What follows belongs to an exercise in optimizing a design on an open flow for small area, a short achievable clock period and few clock cycles per item; a production flow would make more cautious choices.
Power and IR drop assume default switching activity.

==> flow/design.v <==
module fft_pingpong_mem
(
  input  logic        clk,
  input  logic        load,
  input  logic        hold,
  input  logic [19:0] d,
  output logic [19:0] q
);
  always_ff @(posedge clk)
    q <= (d & {20{load}}) | (q & {20{hold}});
endmodule
module fft_bitrev_buf
(
  input  logic clk,
  input  logic rst,
  input  logic din_vld,
  input  logic din_last,
  input  logic [9:0] din_re,
  input  logic [9:0] din_im,
  input  logic dout_rdy,
  output logic din_rdy,
  output logic dout_vld,
  output logic dout_last,
  output logic [5:0] dout_idx,
  output logic [9:0] dout_re,
  output logic [9:0] dout_im,
  output logic err_frame
);
  function automatic logic [5:0] bitrev(input logic [5:0] v);
    logic [5:0] r;
    for (int i = 0; i < 6; i++)
      r[i] = v[5-i];
    bitrev = r;
  endfunction
  function automatic logic [7:0] onehot3(input logic [2:0] v);
    onehot3 = 8'd1 << v;
  endfunction
  function automatic logic [5:0] rd_slot(input logic p, input logic [5:0] c);
    rd_slot = p ? c : bitrev(c);
  endfunction
  logic [19:0] in_data;     
  logic        in_vld;
  logic [5:0]  wr_cnt;      
  logic        wr_par;      
  logic        free_q;      
  logic        rdy_q;       
  logic        in_free;     
  logic [5:0]  rd_cnt;      
  logic        rd_par;      
  logic [7:0]  rd_hi;       
  logic [7:0]  rd_lo;       
  logic [1:0]  n_full;      
  logic        vld_q;
  logic [19:0] out_data;
  logic [5:0]  out_idx;
  logic        out_last;
  logic        acc;
  logic        acc_wrap;
  logic        we;
  logic        wr_wrap;
  logic        ld;
  logic        ld_wrap;
  logic [19:0] rd_data;
  logic [19:0] mem [64];
  logic [19:0] grp [8];
  logic [7:0]  wr_hi;       
  logic [7:0]  wr_lo;       
  logic [5:0]  slot_w;
  logic [5:0]  wr_cnt_n;
  logic        wr_par_n;
  logic [5:0]  rd_cnt_i;    
  logic        rd_par_i;
  logic [5:0]  slot_i;
  logic        free_h;      
  logic        free_l;      
  logic        free_n;
  logic        in_vld_n;
  assign din_rdy  = rdy_q;
  assign dout_vld = vld_q;
  assign in_free  = !in_vld | free_q;
  assign acc      = din_vld & in_free;
  assign acc_wrap = in_vld ? (wr_cnt == 6'd62) : (wr_cnt == 6'd63);
  assign we       = in_vld & free_q;
  assign wr_wrap  = (wr_cnt == 6'd63);
  assign ld       = (!vld_q | dout_rdy) & ((n_full != 2'd0) | (acc & acc_wrap));
  assign ld_wrap  = (rd_cnt == 6'd63);
  for (genvar k = 0; k < 64; k++) begin : g_mem
    logic sel;
    assign sel = free_q & wr_hi[k/8] & wr_lo[k%8];
    fft_pingpong_mem u_ent (
      .clk  (clk),
      .load (sel),
      .hold (!sel),
      .d    (in_data),
      .q    (mem[k])
    );
  end
  always_comb begin
    for (int g = 0; g < 8; g++) begin
      grp[g] = '0;
      for (int l = 0; l < 8; l++)
        grp[g] = grp[g] | (mem[8*g+l] & {20{rd_lo[l]}});
    end
    rd_data = '0;
    for (int g = 0; g < 8; g++)
      rd_data = rd_data | (grp[g] & {20{rd_hi[g]}});
  end
  always_comb begin
    wr_cnt_n = we ? wr_cnt + 6'd1 : wr_cnt;
    wr_par_n = (we & wr_wrap) ? ~wr_par : wr_par;
    slot_w   = wr_par_n ? bitrev(wr_cnt_n) : wr_cnt_n;
    rd_cnt_i = rd_cnt + 6'd1;
    rd_par_i = ld_wrap ? ~rd_par : rd_par;
    slot_i   = rd_slot(rd_par_i, rd_cnt_i);
    free_h   = (wr_par_n == rd_par)   || (wr_cnt_n < rd_cnt);
    free_l   = (wr_par_n == rd_par_i) || (wr_cnt_n < rd_cnt_i);
    free_n   = ld ? free_l : free_h;
    in_vld_n = in_free ? din_vld : in_vld;
  end
  always_ff @(posedge clk) begin
    if (rst) begin
      in_vld    <= 1'b0;
      wr_cnt    <= '0;
      wr_par    <= 1'b0;
      wr_hi     <= 8'd1;
      wr_lo     <= 8'd1;
      free_q    <= 1'b1;
      rdy_q     <= 1'b1;
      rd_cnt    <= '0;
      rd_par    <= 1'b0;
      rd_hi     <= 8'd1;
      rd_lo     <= 8'd1;
      n_full    <= '0;
      vld_q     <= 1'b0;
      err_frame <= 1'b0;
    end else begin
      in_vld  <= in_vld_n;
      wr_cnt  <= wr_cnt_n;
      wr_par  <= wr_par_n;
      wr_hi   <= onehot3(slot_w[5:3]);
      wr_lo   <= onehot3(slot_w[2:0]);
      free_q  <= free_n;
      rdy_q   <= !in_vld_n || free_n;
      if (ld) begin
        rd_cnt <= rd_cnt_i;
        rd_par <= rd_par_i;
        rd_hi  <= onehot3(slot_i[5:3]);
        rd_lo  <= onehot3(slot_i[2:0]);
      end
      n_full  <= n_full + 2'((acc & acc_wrap)) - 2'((ld & ld_wrap));
      if (acc && (din_last != acc_wrap))
        err_frame <= 1'b1;
      if (ld)
        vld_q <= 1'b1;
      else if (dout_rdy)
        vld_q <= 1'b0;
    end
  end
  always_ff @(posedge clk) begin
    if (in_free)
      in_data <= {din_re, din_im};
  end
  always_ff @(posedge clk) begin
    if (rst) begin
      out_data <= '0;
      out_idx  <= '0;
      out_last <= 1'b0;
    end else if (ld) begin
      out_data <= rd_data;
      out_idx  <= bitrev(rd_cnt);
      out_last <= ld_wrap;
    end else if (dout_rdy) begin
      out_data <= '0;
      out_idx  <= '0;
      out_last <= 1'b0;
    end
  end
  assign dout_re   = out_data[19:10];
  assign dout_im   = out_data[9:0];
  assign dout_idx  = out_idx;
  assign dout_last = out_last;
endmodule
make LEC_CHECK=0 CAP_MARGIN=20 CORE_MARGIN=2 CORE_UTILIZATION=55 CTS_BUF_LIST=sky130_fd_sc_hd__clkbuf_16 CTS_CLUSTER_DIAMETER=80 CTS_CLUSTER_SIZE=25 SETUP_SLACK_MARGIN=4.0 SLEW_MARGIN=20 SYNTH_HIERARCHICAL=1 finish   # period 6.5 ns
run.sh (not shown) runs the stock make flow with config.mk's settings and CLKGATE_MAP_FILE= SYNTH_SCRIPT=/design/flow/synth_recipe.tcl, a recipe that flattens the netlist after the stock synthesis.
Change:
--- a/flow/design.v
+++ b/flow/design.v
@@ -6,10 +6,25 @@
   input  logic [19:0] d,
   output logic [19:0] q
 );
   always_ff @(posedge clk)
     q <= (d & {20{load}}) | (q & {20{hold}});
+endmodule
+module fft_sel_reg
+(
+  input  logic       clk,
+  input  logic       rst,
+  input  logic       en,
+  input  logic [7:0] d,
+  output logic [7:0] q
+);
+  always_ff @(posedge clk) begin
+    if (rst)
+      q <= 8'd1;
+    else if (en)
+      q <= d;
+  end
 endmodule
 module fft_bitrev_buf
 (
   input  logic clk,
   input  logic rst,
@@ -46,11 +61,12 @@
   logic        rdy_q;       
   logic        in_free;     
   logic [5:0]  rd_cnt;      
   logic        rd_par;      
   logic [7:0]  rd_hi;       
-  logic [7:0]  rd_lo;       
+  logic [7:0]  rd_lo_a;     
+  logic [7:0]  rd_lo_b;     
   logic [1:0]  n_full;      
   logic        vld_q;
   logic [19:0] out_data;
   logic [5:0]  out_idx;
   logic        out_last;
@@ -61,10 +77,12 @@
   logic        ld;
   logic        ld_wrap;
   logic [19:0] rd_data;
   logic [19:0] mem [64];
   logic [19:0] grp [8];
+  logic [7:0]  wr_hi_n;     
+  logic [7:0]  wr_lo_n;
   logic [7:0]  wr_hi;       
   logic [7:0]  wr_lo;       
   logic [5:0]  slot_w;
   logic [5:0]  wr_cnt_n;
   logic        wr_par_n;
@@ -84,29 +102,43 @@
   assign wr_wrap  = (wr_cnt == 6'd63);
   assign ld       = (!vld_q | dout_rdy) & ((n_full != 2'd0) | (acc & acc_wrap));
   assign ld_wrap  = (rd_cnt == 6'd63);
   for (genvar k = 0; k < 64; k++) begin : g_mem
     logic sel;
-    assign sel = free_q & wr_hi[k/8] & wr_lo[k%8];
+    assign sel = wr_hi[k/8] & wr_lo[k%8];
     fft_pingpong_mem u_ent (
       .clk  (clk),
       .load (sel),
-      .hold (!sel),
+      .hold (wr_hi_n[k/8] | wr_lo_n[k%8]),
       .d    (in_data),
       .q    (mem[k])
     );
   end
   always_comb begin
     for (int g = 0; g < 8; g++) begin
       grp[g] = '0;
       for (int l = 0; l < 8; l++)
-        grp[g] = grp[g] | (mem[8*g+l] & {20{rd_lo[l]}});
+        grp[g] = grp[g] | (mem[8*g+l] & {{10{rd_lo_b[l]}}, {10{rd_lo_a[l]}}});
     end
     rd_data = '0;
     for (int g = 0; g < 8; g++)
       rd_data = rd_data | (grp[g] & {20{rd_hi[g]}});
   end
+  fft_sel_reg u_rd_lo_a (
+    .clk (clk),
+    .rst (rst),
+    .en  (ld),
+    .d   (onehot3(slot_i[2:0])),
+    .q   (rd_lo_a)
+  );
+  fft_sel_reg u_rd_lo_b (
+    .clk (clk),
+    .rst (rst),
+    .en  (ld),
+    .d   (onehot3(slot_i[2:0])),
+    .q   (rd_lo_b)
+  );
   always_comb begin
     wr_cnt_n = we ? wr_cnt + 6'd1 : wr_cnt;
     wr_par_n = (we & wr_wrap) ? ~wr_par : wr_par;
     slot_w   = wr_par_n ? bitrev(wr_cnt_n) : wr_cnt_n;
     rd_cnt_i = rd_cnt + 6'd1;
@@ -122,32 +154,34 @@
       in_vld    <= 1'b0;
       wr_cnt    <= '0;
       wr_par    <= 1'b0;
       wr_hi     <= 8'd1;
       wr_lo     <= 8'd1;
+      wr_hi_n   <= 8'hfe;
+      wr_lo_n   <= 8'hfe;
       free_q    <= 1'b1;
       rdy_q     <= 1'b1;
       rd_cnt    <= '0;
       rd_par    <= 1'b0;
       rd_hi     <= 8'd1;
-      rd_lo     <= 8'd1;
       n_full    <= '0;
       vld_q     <= 1'b0;
       err_frame <= 1'b0;
     end else begin
       in_vld  <= in_vld_n;
       wr_cnt  <= wr_cnt_n;
       wr_par  <= wr_par_n;
-      wr_hi   <= onehot3(slot_w[5:3]);
+      wr_hi   <= free_n ? onehot3(slot_w[5:3]) : 8'd0;
       wr_lo   <= onehot3(slot_w[2:0]);
+      wr_hi_n <= free_n ? ~onehot3(slot_w[5:3]) : 8'hff;
+      wr_lo_n <= ~onehot3(slot_w[2:0]);
       free_q  <= free_n;
       rdy_q   <= !in_vld_n || free_n;
       if (ld) begin
         rd_cnt <= rd_cnt_i;
         rd_par <= rd_par_i;
         rd_hi  <= onehot3(slot_i[5:3]);
-        rd_lo  <= onehot3(slot_i[2:0]);
       end
       n_full  <= n_full + 2'((acc & acc_wrap)) - 2'((ld & ld_wrap));
       if (acc && (din_last != acc_wrap))
         err_frame <= 1'b1;
       if (ld)
@@ -158,21 +192,25 @@
   end
   always_ff @(posedge clk) begin
     if (in_free)
       in_data <= {din_re, din_im};
   end
+  fft_pingpong_mem u_out (
+    .clk  (clk),
+    .load (ld & !rst),
+    .hold (!(ld | dout_rdy | rst)),
+    .d    (rd_data),
+    .q    (out_data)
+  );
   always_ff @(posedge clk) begin
     if (rst) begin
-      out_data <= '0;
       out_idx  <= '0;
       out_last <= 1'b0;
     end else if (ld) begin
-      out_data <= rd_data;
       out_idx  <= bitrev(rd_cnt);
       out_last <= ld_wrap;
     end else if (dout_rdy) begin
-      out_data <= '0;
       out_idx  <= '0;
       out_last <= 1'b0;
     end
   end
   assign dout_re   = out_data[19:10];
=> The new run went through all stages and came out clean; power is higher by 3.1%; sequential share of layout area stays flat; wire length is higher by about 4.4%; count of clock-buffer cells in the layout is higher by 6; combinational power is higher by 4.0%; clock power is higher by about 5.5%; worst setup slack is worse by 0.060 ns; first-iteration DRC count is higher by 11%; utilization is higher by 0.11 points; sequential power is higher by about 2%; global-route usage is higher by 0.61 points; sequential cell count is higher by 24; cell count is higher by about 0.6%; design area is higher by about 1.7%.
No run of this note included a check of the RTL's function; only the layout flow was run.

fft_bitrev_buf, a different RTL version from the one above (not shown whole).
Size: roughly 4400 cells after synthesis, ~55 I/O pins.
==> module fft_bitrev_buf, before the edit <==
module fft_bitrev_buf
(
  input  logic clk,
  input  logic rst,
  input  logic din_vld,
  input  logic din_last,
  input  logic [9:0] din_re,
  input  logic [9:0] din_im,
  input  logic dout_rdy,
  output logic din_rdy,
  output logic dout_vld,
  output logic dout_last,
  output logic [5:0] dout_idx,
  output logic [9:0] dout_re,
  output logic [9:0] dout_im,
  output logic err_frame
);
  function automatic logic [5:0] bitrev(input logic [5:0] v);
    logic [5:0] r;
    for (int i = 0; i < 6; i++)
      r[i] = v[5-i];
    bitrev = r;
  endfunction
  function automatic logic [7:0] onehot3(input logic [2:0] v);
    onehot3 = 8'd1 << v;
  endfunction
  function automatic logic [5:0] rd_slot(input logic p, input logic [5:0] c);
    rd_slot = p ? c : bitrev(c);
  endfunction
  logic [19:0] in_data;     
  logic        in_vld;
  logic [5:0]  wr_cnt;      
  logic        wr_par;      
  logic        free_q;      
  logic        rdy_q;       
  logic        in_free;     
  logic [5:0]  rd_cnt;      
  logic        rd_par;      
  logic [7:0]  rd_hi;       
  logic [7:0]  rd_lo;       
  logic [1:0]  n_full;      
  logic        vld_q;
  logic [19:0] out_data;
  logic [5:0]  out_idx;
  logic        out_last;
  logic        acc;
  logic        acc_wrap;
  logic        we;
  logic        wr_wrap;
  logic        ld;
  logic        ld_wrap;
  logic [19:0] rd_data;
  logic [19:0] mem [64];
  logic [19:0] grp [8];
  logic [7:0]  wr_hi;       
  logic [7:0]  wr_lo;       
  logic [5:0]  slot_w;
  logic [5:0]  wr_cnt_n;
  logic        wr_par_n;
  logic [5:0]  rd_cnt_i;    
  logic        rd_par_i;
  logic [5:0]  slot_i;
  logic        free_h;      
  logic        free_l;      
  logic        free_n;
  logic        in_vld_n;
  assign din_rdy  = rdy_q;
  assign dout_vld = vld_q;
  assign in_free  = !in_vld | free_q;
  assign acc      = din_vld & in_free;
  assign acc_wrap = in_vld ? (wr_cnt == 6'd62) : (wr_cnt == 6'd63);
  assign we       = in_vld & free_q;
  assign wr_wrap  = (wr_cnt == 6'd63);
  assign ld       = (!vld_q | dout_rdy) & ((n_full != 2'd0) | (acc & acc_wrap));
  assign ld_wrap  = (rd_cnt == 6'd63);
  for (genvar k = 0; k < 64; k++) begin : g_mem
    logic sel;
    assign sel = wr_hi[k/8] & wr_lo[k%8];
    fft_pingpong_mem u_ent (
      .clk  (clk),
      .load (sel),
      .hold (!sel),
      .d    (in_data),
      .q    (mem[k])
    );
  end
  always_comb begin
    for (int g = 0; g < 8; g++) begin
      grp[g] = '0;
      for (int l = 0; l < 8; l++)
        grp[g] = grp[g] | (mem[8*g+l] & {20{rd_lo[l]}});
    end
    rd_data = '0;
    for (int g = 0; g < 8; g++)
      rd_data = rd_data | (grp[g] & {20{rd_hi[g]}});
  end
  always_comb begin
    wr_cnt_n = we ? wr_cnt + 6'd1 : wr_cnt;
    wr_par_n = (we & wr_wrap) ? ~wr_par : wr_par;
    slot_w   = wr_par_n ? bitrev(wr_cnt_n) : wr_cnt_n;
    rd_cnt_i = rd_cnt + 6'd1;
    rd_par_i = ld_wrap ? ~rd_par : rd_par;
    slot_i   = rd_slot(rd_par_i, rd_cnt_i);
    free_h   = (wr_par_n == rd_par)   || (wr_cnt_n < rd_cnt);
    free_l   = (wr_par_n == rd_par_i) || (wr_cnt_n < rd_cnt_i);
    free_n   = ld ? free_l : free_h;
    in_vld_n = in_free ? din_vld : in_vld;
  end
  always_ff @(posedge clk) begin
    if (rst) begin
      in_vld    <= 1'b0;
      wr_cnt    <= '0;
      wr_par    <= 1'b0;
      wr_hi     <= 8'd1;
      wr_lo     <= 8'd1;
      free_q    <= 1'b1;
      rdy_q     <= 1'b1;
      rd_cnt    <= '0;
      rd_par    <= 1'b0;
      rd_hi     <= 8'd1;
      rd_lo     <= 8'd1;
      n_full    <= '0;
      vld_q     <= 1'b0;
      err_frame <= 1'b0;
    end else begin
      in_vld  <= in_vld_n;
      wr_cnt  <= wr_cnt_n;
      wr_par  <= wr_par_n;
      wr_hi   <= free_n ? onehot3(slot_w[5:3]) : 8'd0;
      wr_lo   <= onehot3(slot_w[2:0]);
      free_q  <= free_n;
      rdy_q   <= !in_vld_n || free_n;
      if (ld) begin
        rd_cnt <= rd_cnt_i;
        rd_par <= rd_par_i;
        rd_hi  <= onehot3(slot_i[5:3]);
        rd_lo  <= onehot3(slot_i[2:0]);
      end
      n_full  <= n_full + 2'((acc & acc_wrap)) - 2'((ld & ld_wrap));
      if (acc && (din_last != acc_wrap))
        err_frame <= 1'b1;
      if (ld)
        vld_q <= 1'b1;
      else if (dout_rdy)
        vld_q <= 1'b0;
    end
  end
  always_ff @(posedge clk) begin
    if (in_free)
      in_data <= {din_re, din_im};
  end
  fft_pingpong_mem u_out (
    .clk  (clk),
    .load (ld & !rst),
    .hold (!(ld | dout_rdy | rst)),
    .d    (rd_data),
    .q    (out_data)
  );
  always_ff @(posedge clk) begin
    if (rst) begin
      out_idx  <= '0;
      out_last <= 1'b0;
    end else if (ld) begin
      out_idx  <= bitrev(rd_cnt);
      out_last <= ld_wrap;
    end else if (dout_rdy) begin
      out_idx  <= '0;
      out_last <= 1'b0;
    end
  end
  assign dout_re   = out_data[19:10];
  assign dout_im   = out_data[9:0];
  assign dout_idx  = out_idx;
  assign dout_last = out_last;
endmodule
export LEC_CHECK = 0
export CAP_MARGIN = 20
export CORE_MARGIN = 2
export CORE_UTILIZATION = 55
export CTS_BUF_LIST = sky130_fd_sc_hd__clkbuf_16
export CTS_CLUSTER_DIAMETER = 80
export CTS_CLUSTER_SIZE = 25
export SETUP_SLACK_MARGIN = 4.0
export SLEW_MARGIN = 20
export SYNTH_HIERARCHICAL = 1
create_clock -name core_clock -period 6.5 [get_ports {clk}]
The baseline produced a clean layout.
Edit:
--- a/flow/design.v
+++ b/flow/design.v
@@ -6,10 +6,25 @@
   input  logic [19:0] d,
   output logic [19:0] q
 );
   always_ff @(posedge clk)
     q <= (d & {20{load}}) | (q & {20{hold}});
+endmodule
+module fft_sel_reg
+(
+  input  logic       clk,
+  input  logic       rst,
+  input  logic       en,
+  input  logic [7:0] d,
+  output logic [7:0] q
+);
+  always_ff @(posedge clk) begin
+    if (rst)
+      q <= 8'd1;
+    else if (en)
+      q <= d;
+  end
 endmodule
 module fft_bitrev_buf
 (
   input  logic clk,
   input  logic rst,
@@ -46,11 +61,12 @@
   logic        rdy_q;       
   logic        in_free;     
   logic [5:0]  rd_cnt;      
   logic        rd_par;      
   logic [7:0]  rd_hi;       
-  logic [7:0]  rd_lo;       
+  logic [7:0]  rd_lo_a;     
+  logic [7:0]  rd_lo_b;     
   logic [1:0]  n_full;      
   logic        vld_q;
   logic [19:0] out_data;
   logic [5:0]  out_idx;
   logic        out_last;
@@ -61,20 +77,21 @@
   logic        ld;
   logic        ld_wrap;
   logic [19:0] rd_data;
   logic [19:0] mem [64];
   logic [19:0] grp [8];
+  logic [7:0]  wr_hi_n;     
+  logic [7:0]  wr_lo_n;
   logic [7:0]  wr_hi;       
   logic [7:0]  wr_lo;       
   logic [5:0]  slot_w;
   logic [5:0]  wr_cnt_n;
   logic        wr_par_n;
   logic [5:0]  rd_cnt_i;    
   logic        rd_par_i;
   logic [5:0]  slot_i;
-  logic        free_h;      
-  logic        free_l;      
+  logic [6:0]  occ;         
   logic        free_n;
   logic        in_vld_n;
   assign din_rdy  = rdy_q;
   assign dout_vld = vld_q;
   assign in_free  = !in_vld | free_q;
@@ -88,66 +105,82 @@
     logic sel;
     assign sel = wr_hi[k/8] & wr_lo[k%8];
     fft_pingpong_mem u_ent (
       .clk  (clk),
       .load (sel),
-      .hold (!sel),
+      .hold (wr_hi_n[k/8] | wr_lo_n[k%8]),
       .d    (in_data),
       .q    (mem[k])
     );
   end
   always_comb begin
     for (int g = 0; g < 8; g++) begin
       grp[g] = '0;
       for (int l = 0; l < 8; l++)
-        grp[g] = grp[g] | (mem[8*g+l] & {20{rd_lo[l]}});
+        grp[g] = grp[g] | (mem[8*g+l] & {{10{rd_lo_b[l]}}, {10{rd_lo_a[l]}}});
     end
     rd_data = '0;
     for (int g = 0; g < 8; g++)
       rd_data = rd_data | (grp[g] & {20{rd_hi[g]}});
   end
+  fft_sel_reg u_rd_lo_a (
+    .clk (clk),
+    .rst (rst),
+    .en  (ld),
+    .d   (onehot3(slot_i[2:0])),
+    .q   (rd_lo_a)
+  );
+  fft_sel_reg u_rd_lo_b (
+    .clk (clk),
+    .rst (rst),
+    .en  (ld),
+    .d   (onehot3(slot_i[2:0])),
+    .q   (rd_lo_b)
+  );
   always_comb begin
     wr_cnt_n = we ? wr_cnt + 6'd1 : wr_cnt;
     wr_par_n = (we & wr_wrap) ? ~wr_par : wr_par;
     slot_w   = wr_par_n ? bitrev(wr_cnt_n) : wr_cnt_n;
     rd_cnt_i = rd_cnt + 6'd1;
     rd_par_i = ld_wrap ? ~rd_par : rd_par;
     slot_i   = rd_slot(rd_par_i, rd_cnt_i);
-    free_h   = (wr_par_n == rd_par)   || (wr_cnt_n < rd_cnt);
-    free_l   = (wr_par_n == rd_par_i) || (wr_cnt_n < rd_cnt_i);
-    free_n   = ld ? free_l : free_h;
+    free_n   = ld || !((occ == 7'd64) || (we && (occ == 7'd63)));
     in_vld_n = in_free ? din_vld : in_vld;
   end
   always_ff @(posedge clk) begin
     if (rst) begin
       in_vld    <= 1'b0;
       wr_cnt    <= '0;
       wr_par    <= 1'b0;
       wr_hi     <= 8'd1;
       wr_lo     <= 8'd1;
+      wr_hi_n   <= 8'hfe;
+      wr_lo_n   <= 8'hfe;
       free_q    <= 1'b1;
+      occ       <= '0;
       rdy_q     <= 1'b1;
       rd_cnt    <= '0;
       rd_par    <= 1'b0;
       rd_hi     <= 8'd1;
-      rd_lo     <= 8'd1;
       n_full    <= '0;
       vld_q     <= 1'b0;
       err_frame <= 1'b0;
     end else begin
       in_vld  <= in_vld_n;
       wr_cnt  <= wr_cnt_n;
       wr_par  <= wr_par_n;
       wr_hi   <= free_n ? onehot3(slot_w[5:3]) : 8'd0;
       wr_lo   <= onehot3(slot_w[2:0]);
+      wr_hi_n <= free_n ? ~onehot3(slot_w[5:3]) : 8'hff;
+      wr_lo_n <= ~onehot3(slot_w[2:0]);
       free_q  <= free_n;
+      occ     <= occ + 7'(we) - 7'(ld);
       rdy_q   <= !in_vld_n || free_n;
       if (ld) begin
         rd_cnt <= rd_cnt_i;
         rd_par <= rd_par_i;
         rd_hi  <= onehot3(slot_i[5:3]);
-        rd_lo  <= onehot3(slot_i[2:0]);
       end
       n_full  <= n_full + 2'((acc & acc_wrap)) - 2'((ld & ld_wrap));
       if (acc && (din_last != acc_wrap))
         err_frame <= 1'b1;
       if (ld)
=> Clock power rises by 14%. Count of clock-buffer cells in the layout goes up by 10. Clock skew drops by 0.013 ns. Total power goes up by 13%. Final area goes up by 2.7%. Utilization went down by 0.34 points. Critical path depth is higher by 8. Fmax goes down by 14%. Die area goes up by 3.1%.
Function was not checked in any run of this note: the RTL went through the layout flow alone.

afterwards: timing with drivers on the ports:
In the flow no input, the clock included, has a driving cell. The finished layouts below were timed again as built, in two steps.
Step 1 assumes that a clkbuf_16 drives the clock port and a buf_2 every other input.
Step 2 adds t to the input delays and takes it off the output delays; t is the mean of the earliest and latest rising clock arrival at the registers after step 1. Input paths then give back, and output paths get back, about the clock's delay inside the block.
Slacks: no drivers / after step 1 / after step 2; pairs: no drivers / after step 1.
run	t, ns	slack for setup (ns)	worst setup path at the end	pins driven straight from the clock port
the first run of note 1	0.790	3.896 / 3.825 / 3.598	input to register	1
the second run of note 1	0.740	3.836 / 3.836 / 3.191	input to register	1
the first run of note 2	0.794	3.917 / 3.841 / 3.417	input to register	1
the second run of note 2	0.738	3.491 / 3.513 / 2.775	input to register	1
After both steps every run listed still meets setup and hold. The setup slack of the second run of note 2, which loses most, moves by +0.022 ns with the drivers and by -0.716 ns with both steps.
